Background: an optimization exercise with open tools, aiming at small area, a short achievable clock period and few clock cycles. Do not read the settings as production practice.
No functional check of the RTL was part of any run shown here.
Power and IR drop assume default switching activity.

==> flow/design.v, too long to show whole: its modules and the start of the top module <==
// module ycbcrBlockTop: 1742 lines
module ycbcrBlockTop (
    input  logic        clk,
    input  logic        rst_n,
    input  logic        enable,
    input  logic [63:0] dataRead,
    output logic [10:0] sramRaddr,
    output logic [10:0] sramWaddr,
    output logic [63:0] dataWrite,
    output logic        wen,
    output logic        valid
);
  // ...
==> flow/flow/run.sh <==
#!/bin/bash
# Standard layout, with two changes:
# - between synthesis and floorplan, fixinv.py flips full adders to remove
#   the inverter pairs that Yosys's extract_fa leaves between them (logic
#   unchanged, registers untouched);
# - the port buffers that global placement inserts are buf_2 cells.
set -euo pipefail
R=orfs/results/${FLOW_PLATFORM}/ycbcrBlockTop/base
bash standard.sh synth > synth.log 2>&1
cp $R/1_2_yosys.v $R/1_2_yosys.std.v
python3 flow/fixinv.py $R/1_2_yosys.std.v $R/1_2_yosys.v > fixinv.log 2>&1
rm -f $R/1_synth.odb $R/1_synth.sdc
bash standard.sh "BUFFER_PORTS_ARGS=-buffer_cell sky130_fd_sc_hd__buf_2" finish > layout.log 2>&1
==> flow/flow/fixinv.py <==
#!/usr/bin/env python3
"""Remove inverters around full adders in a flat Yosys netlist.

A full adder is self-dual: FA(~a, ~b, ~c) = (~sum, ~cout).  Yosys's
extract_fa picks either polarity for each adder it finds, which leaves
pairs of inverters between adders.  For each sky130 fa cell this flips the
adder (feeds it the complements of its inputs, so its outputs carry the
complements of the old ones) whenever that lowers the number of inverter
cells, and repeats until no flip helps.  The logic function of every net
that drives a non-inverter load stays the same.

usage: fixinv.py IN.v OUT.v
"""
import re
import sys
from collections import defaultdict

INV = "sky130_fd_sc_hd__inv_1"
FA_PREFIX = "sky130_fd_sc_hd__fa_"
OUT_PINS = {"Y", "X", "Q", "Q_N", "SUM", "COUT", "HI", "LO"}

CELL_RE = re.compile(r"^\s*(sky130_fd_sc_hd__\w+)\s+(\S+)\s*\((.*?)\);", re.S | re.M)
PIN_RE = re.compile(r"\.(\w+)\(([^()]*)\)")


class Netlist:
    def __init__(self, text):
        first = CELL_RE.search(text)
        self.head = text[:first.start()]
        endm = text.rindex("endmodule")
        self.tail = text[endm:]
        self.cells = {}
        self.order = []
        for m in CELL_RE.finditer(text, first.start(), endm):
            typ, name, body = m.group(1), m.group(2), m.group(3)
            pins = [(p, n.strip()) for p, n in PIN_RE.findall(body)]
            self.cells[name] = [typ, dict(pins), [p for p, _ in pins]]
            self.order.append(name)
        # module ports that are outputs count as fixed loads
        self.outputs = set()
        for m in re.finditer(r"^\s*output\s+(\[(\d+):(\d+)\]\s+)?(\S+);", self.head, re.M):
            if m.group(1):
                hi, lo = int(m.group(2)), int(m.group(3))
                for i in range(min(hi, lo), max(hi, lo) + 1):
                    self.outputs.add(f"{m.group(4)}[{i}]")
            else:
                self.outputs.add(m.group(4))
        self.newnets = []
        self.uid = 0
        self.rebuild()

    def rebuild(self):
        self.drv = {}
        self.loads = defaultdict(list)
        for name, (typ, pins, _) in self.cells.items():
            for p, n in pins.items():
                if p in OUT_PINS:
                    self.drv[n] = (name, p)
                else:
                    self.loads[n].append((name, p))

    def is_inv(self, name):
        return self.cells[name][0] == INV

    def inv_of(self, net):
        """a net carrying ~net that exists already, or None"""
        d = self.drv.get(net)
        if d and self.is_inv(d[0]):
            return self.cells[d[0]][1]["A"]
        for (c, p) in self.loads.get(net, []):
            if self.is_inv(c):
                return self.cells[c][1]["Y"]
        return None

    def fixed_loads(self, net):
        """loads that need the net's own polarity"""
        n = sum(1 for c, p in self.loads.get(net, []) if not self.is_inv(c))
        if net in self.outputs:
            n += 1
        return n

    def flip_gain(self, fa):
        typ, pins, _ = self.cells[fa]
        gain = 0
        for p in ("A", "B", "CIN"):
            n = pins[p]
            d = self.drv.get(n)
            if d and self.is_inv(d[0]):
                # the adder would use the inverter's input; the inverter goes
                # if nothing else uses it
                others = [l for l in self.loads[n] if l != (fa, p)]
                if not others and n not in self.outputs:
                    gain += 1
            elif self.inv_of(n) is None:
                gain -= 1
        for p in ("SUM", "COUT"):
            n = pins[p]
            invloads = [c for c, q in self.loads.get(n, []) if self.is_inv(c)]
            gain += len(invloads)
            if self.fixed_loads(n):
                gain -= 1
        return gain

    def new_net(self):
        self.uid += 1
        n = f"_fixinv_{self.uid}_"
        self.newnets.append(n)
        return n

    def add_inv(self, a, y):
        self.uid += 1
        name = f"_fixinv_c{self.uid}_"
        self.cells[name] = [INV, {"A": a, "Y": y}, ["A", "Y"]]
        self.drv[y] = (name, "Y")
        self.loads[a].append((name, "A"))
        return name

    def remove_cell(self, name):
        typ, pins, _ = self.cells.pop(name)
        for p, n in pins.items():
            if p in OUT_PINS:
                if self.drv.get(n) == (name, p):
                    del self.drv[n]
            else:
                self.loads[n] = [l for l in self.loads[n] if l != (name, p)]

    def connect(self, cell, pin, net):
        typ, pins, _ = self.cells[cell]
        old = pins[pin]
        if pin in OUT_PINS:
            if self.drv.get(old) == (cell, pin):
                del self.drv[old]
            self.drv[net] = (cell, pin)
        else:
            self.loads[old] = [l for l in self.loads[old] if l != (cell, pin)]
            self.loads[net].append((cell, pin))
        pins[pin] = net

    def flip(self, fa):
        typ, pins, _ = self.cells[fa]
        for p in ("A", "B", "CIN"):
            n = pins[p]
            c = self.inv_of(n)
            if c is None:
                c = self.new_net()
                self.add_inv(n, c)
            self.connect(fa, p, c)
            d = self.drv.get(n)
            if d and self.is_inv(d[0]) and not self.loads[n] and n not in self.outputs:
                self.remove_cell(d[0])
        for p in ("SUM", "COUT"):
            old = pins[p]
            new = self.new_net()
            self.connect(fa, p, new)
            # inverters on the old net now just pass on the new one
            for c, q in list(self.loads.get(old, [])):
                if self.is_inv(c):
                    y = self.cells[c][1]["Y"]
                    for lc, lp in list(self.loads.get(y, [])):
                        self.connect(lc, lp, new)
                    if y in self.outputs:
                        # keep the port's net: drive it with a buffer-free inverter pair
                        raise RuntimeError("inverter drives an output port")
                    self.remove_cell(c)
            if self.fixed_loads(old):
                self.add_inv(new, old)

    def write(self):
        out = [self.head]
        for n in self.newnets:
            out.append(f"  wire {n};\n")
        for name in list(self.cells):
            typ, pins, porder = self.cells[name]
            conns = ",\n".join(f"    .{p}({pins[p]}{' ' if pins[p].startswith(chr(92)) else ''})"
                                for p in porder)
            out.append(f"  {typ} {name} (\n{conns}\n  );\n")
        out.append(self.tail)
        return "".join(out)


def main():
    text = open(sys.argv[1]).read()
    nl = Netlist(text)
    ninv0 = sum(1 for c in nl.cells.values() if c[0] == INV)
    fas = [n for n, c in nl.cells.items() if c[0].startswith(FA_PREFIX)]
    flips = 0
    for _ in range(20):
        changed = False
        for fa in fas:
            if nl.flip_gain(fa) > 0:
                nl.flip(fa)
                flips += 1
                changed = True
        if not changed:
            break
    # drop inverters whose output drives nothing
    while True:
        dead = [n for n, c in nl.cells.items()
                if c[0] == INV and not nl.loads.get(c[1]["Y"]) and c[1]["Y"] not in nl.outputs]
        if not dead:
            break
        for n in dead:
            nl.remove_cell(n)
    ninv1 = sum(1 for c in nl.cells.values() if c[0] == INV)
    open(sys.argv[2], "w").write(nl.write())
    print(f"fixinv: {len(fas)} adders, {flips} flips, inverters {ninv0} -> {ninv1}")


if __name__ == "__main__":
    main()
==> flow/standard.sh <==
#!/bin/bash
# synth_recipe.tcl (not shown) runs the flow's synth.tcl, then flattens the netlist and writes it again
# the make line also repeats each setting of config.mk as NAME=value (left out here)
make -C /OpenROAD-flow-scripts/flow DESIGN_CONFIG=/design/flow/config.mk WORK_HOME=/design/flow/orfs CLKGATE_MAP_FILE= SYNTH_SCRIPT=/design/flow/synth_recipe.tcl "${@:-finish}"
==> flow/config.mk <==
export PLATFORM = sky130hd
export DESIGN_NAME = ycbcrBlockTop
export DESIGN_NICKNAME = ycbcrBlockTop
export VERILOG_FILES = /design/flow/design.v
export SDC_FILE = /design/flow/constraint.sdc
export NUM_CORES = 4
export LEC_CHECK = 0
export CAP_MARGIN = 20
export CORE_MARGIN = 2
export CORE_UTILIZATION = 60
export SETUP_SLACK_MARGIN = 3.0
export SLEW_MARGIN = 20
==> flow/constraint.sdc <==
create_clock -name core_clock -period 5.0 [get_ports {clk}]
set_input_delay 1.0000 -clock core_clock [delete_from_list [all_inputs] [get_ports {clk}]]
set_output_delay 1.0000 -clock core_clock [all_outputs]
set_load 0.01 [all_outputs]
==> results.txt, run 1 <==
outcome=no timing/DRC/antenna violations; Crit path max-delay family=adder cells; Sw Pwr=9.504 mW; Clock net power=6.49 mW; Final Setup Violations=0; DRT iter0 DRCs=944; CP Max Fanout=3; # fillers=3,510; CP startpoint=cb1_s17; CTS Buf Count=84; Data buffer area share=0.05319; placed insts=3,197; Inverters=371; M1 WL=27,150 µm; final worst-path cycle share=0.5057; Syn Inst Count=2,416; Power Sequential=10.2 mW; Setup CP Type=flip-flop to flip-flop; Non-Filler Cell Area, Final=38,860 µm²; multi-input gates=1,130; multi-input combinational area share=0.3616; clock tree from TritonCTS=yes; Core ar.=52,450 µm²; # Taps=688; Antenna Cells=0; Met2 Wirelength=32,470 µm; P_comb=11.9 mW; DRC=0; Post-layout nets=3,303
==> run 2, diff against run 1 <==
--- a/flow/config.mk
+++ b/flow/config.mk
@@ -5,8 +5,11 @@
 export SDC_FILE = /design/flow/constraint.sdc
 export NUM_CORES = 4
 export LEC_CHECK = 0
+export ABC_CLOCK_PERIOD_IN_PS = 1800
 export CAP_MARGIN = 20
 export CORE_MARGIN = 2
 export CORE_UTILIZATION = 60
-export SETUP_SLACK_MARGIN = 3.0
+export CTS_CLUSTER_DIAMETER = 80
+export CTS_CLUSTER_SIZE = 20
+export SETUP_SLACK_MARGIN = 2.9
 export SLEW_MARGIN = 20
==> run 2 against run 1 <==
Final area fell by 5.3%. Combinational power barely moved. Worst setup slack got worse by 0.093 ns. Critical endpoint is now dataWrite[60]. Clock-buffer cell count fell by 59. Highest routed layer unchanged. Still clean on timing, DRC and antenna. Final cell count fell by 3.1%.
==> results.txt, run 2 <==
dpl ws=2.354 ns (was 2.351 ns); Syn Inst Count=2,416 (unchanged); Tightest Pin Transition=0.7710 ns (was 0.6695 ns); Worst Skew=0.02892 ns (was 0.01749 ns); vias=17,643 (was 18,133); Hold WS=0.3248 ns (was 0.3226 ns); DRT antenna net count=0 (unchanged); # rows=84 (unchanged); initial antenna violation count=1 (unchanged); CP Capture Type=flip-flop (unchanged); # IOs=155 (unchanged); vias in the first global route=18,307 (was 19,317); FF/Latch Area=17,530 µm² (was 17,590 µm²); most frequent cells in the layout=dfxtp_1 (758), inv_1 (370), fa_1 (263) (was dfxtp_1 (734), inv_1 (362), fa_1 (248)); Initial Utilization=0.6063 (unchanged); commonest non-fill, non-tap cell in the layout=dfxtp_1 (unchanged); Final Setup Violations=0 (unchanged); TritonRoute pass-1 iters=6 (was 9); Max Root-Sink Buffers=3 (unchanged); DP Wirelength=43,240 µm (was 43,560 µm); CP Max Fanout=4 (was 3); vias per inst=5.249 (was 5.229); Post-layout nets=3,259 (was 3,303); total clock sinks=862 (unchanged); placer's final routability congestion estimate=0.8721 (was 0.8541); max_cap viols=0 (unchanged); Setup crit start kind=flip-flop (unchanged); CTS Root Cell=clkbuf_16 (unchanged); pwr dens=708.1 nW/µm² (was 734.0 nW/µm²); DRT iter0 DRCs=991 (was 944); Multi-input gate area=13,930 µm² (was 14,050 µm²); worst IR drop on VDD=0.4029 mV (was 0.3918 mV); PortBufs=144 (unchanged); Final min period=2.622 ns (was 2.529 ns); WL final=62,530 µm (was 64,320 µm); Setup CP Type=flip-flop to flip-flop (unchanged); DIE HEIGHT=234.2 µm (unchanged); clock tree from TritonCTS=yes (unchanged); Syn Area/Cell=13.16 µm² (unchanged); setup_tns=0 ns (unchanged); YS warnings=1 (unchanged); max-slew violations=0 (unchanged); pin count of the biggest net entering global routing=89 (was 74); final worst-path cycle share=0.5243 (was 0.5057); Core ar.=52,450 µm² (unchanged); global-route wire length before repair=96,920 µm (was 101,100 µm); DRC=0 (unchanged); outcome=no timing/DRC/antenna violations (unchanged); Final Hold Vio Count=0 (unchanged); Fmax achieved=0.3815 GHz (was 0.3955 GHz); CP Data Arrival Time=3.10 ns (was 3.09 ns); # fillers=3,740 (was 3,510); H-tree depth=2 (was 3); Hold/Removal Path Class=flip-flop to flip-flop (unchanged); setup ws final=2.378 ns (was 2.471 ns); layout cell share with drive strength beyond 1=0.2201 (was 0.2619); Overall Power=26.07 mW (was 28.52 mW); Static Leakage=16.64 nW (was 17.53 nW); CTS Buf Count=49 (was 84); final core occ=0.7019 (was 0.7409); worst skew pair latency=0.61 ns (was 0.62 ns); WL/cell=18.61 µm (was 18.55 µm); grt ovf=0 (unchanged); RSZ-0062 raised after global routing=yes (unchanged); WP data required=5.48 ns (was 5.56 ns); post-synthesis cell area=31,800 µm² (unchanged); Slew Limit Headroom=0.4860 (was 0.5537); Die Area=54,850 µm² (unchanged); chip width=234.2 µm (unchanged); Tot GR Track Use=0.2305 (was 0.2408); Syn-to-layout area delta=15.76% (was 22.21%); Worst-path clk slew=0.08 ns (was 0.06 ns); biggest regs=P0: 64 flops, P1: 64 flops, dataWrite: 64 flops (unchanged); # hold bufs at CTS=0 (unchanged)
==> run 2: layout make-up <==
type,instances,area share
Clock buffer,53,0.03399
Sequential cell,862,0.4762
Timing Repair Buffer,254,0.04888
Multi-Input combinational cell,1129,0.3784
Clock inverter,3,0.001258
Antenna cell,1,0.00006798
Tap cell,688,0.02339
Inverter,371,0.03783
==> run 2: metal layers <==
| layer | global-route usage | wire length (µm) | vias up |
|---|---|---|---|
| met5 | 0 | 0 | - |
| met4 | 0.06863 | 1547 | 0 |
| met3 | 0.03089 | 2350 | 94 |
| met2 | 0.3915 | 30730 | 327 |
| met1 | 0.3096 | 27910 | 8778 |
| li1 | - | - | 8444 |
==> run 2: where the power goes <==
group | switching, mW | internal, mW
logic | 5.91 | 6.11
clock network | 2.08 | 1.82
registers | 1.07 | 9.07
==> run 2: worst paths after layout <==
check | from | end | slack (ns) | depth (start not counted)
min reg2reg | cb2_h2[0] | cb2_h3[0] | 0.32 | 0
min | cb2_h2[0] | cb2_h3[0] | 0.32 | 0
max | cr1_s11 | dataWrite[60] | 2.38 | 10
max reg2reg | cr1_s11 | dataWrite[60] | 2.38 | 10
==> run 2: stage by stage <==
stage | std cells | cell area (µm²)
floorplan | 2425 | 31950
global placement | 3198 | 33300
detailed placement | 3198 | 33300
CTS | 3309 | 35860
global route | 3360 | 36810
finish | 3361 | 36810
==> run 2: critical path: stages, from the launching register on <==
cell and delay [ns]:
dfxtp_4 0.36, fa_1 0.58, ha_4 0.23, a2111oi_4 0.37, o31a_4 0.25, buf_4 0.12, buf_6 0.08, o21ai_4 0.06
a31oi_4 0.17, xnor2_2 0.10, a21o_1 0.19
==> run 2: what timing repair did <==
item	in CTS	in global routing
buffers inserted	55	51
cloned	0	0
endpoints found under the setup margin	234	180
pin swaps	98	81
gates resized for setup	225	119

## separate check: timing with driven ports
Ports are ideal in the flow. The routed layouts listed here were re-timed in OpenROAD.
Step 1 assumes that a clkbuf_16 drives the clock port and a buf_2 every other input.
Step 2 moves the port delays by t, midway between the first and last clock arrival at a register: inputs arrive t later, outputs are due t later. That takes back most of the time a late clock gives input paths.
Three values: ideal, step 1, step 2; two values: the first two.
run | shift t [ns] | setup slack, ns | clock arrival spread, ns | worst slew at a driven data input, ns
run 1 | 0.671 | 2.471 / 2.471 / 2.471 | 0.019 / 0.018 | 0.04
run 2 | 0.653 | 2.378 / 2.378 / 2.378 | 0.033 / 0.033 | 0.04
After both steps every run listed still meets setup and hold.
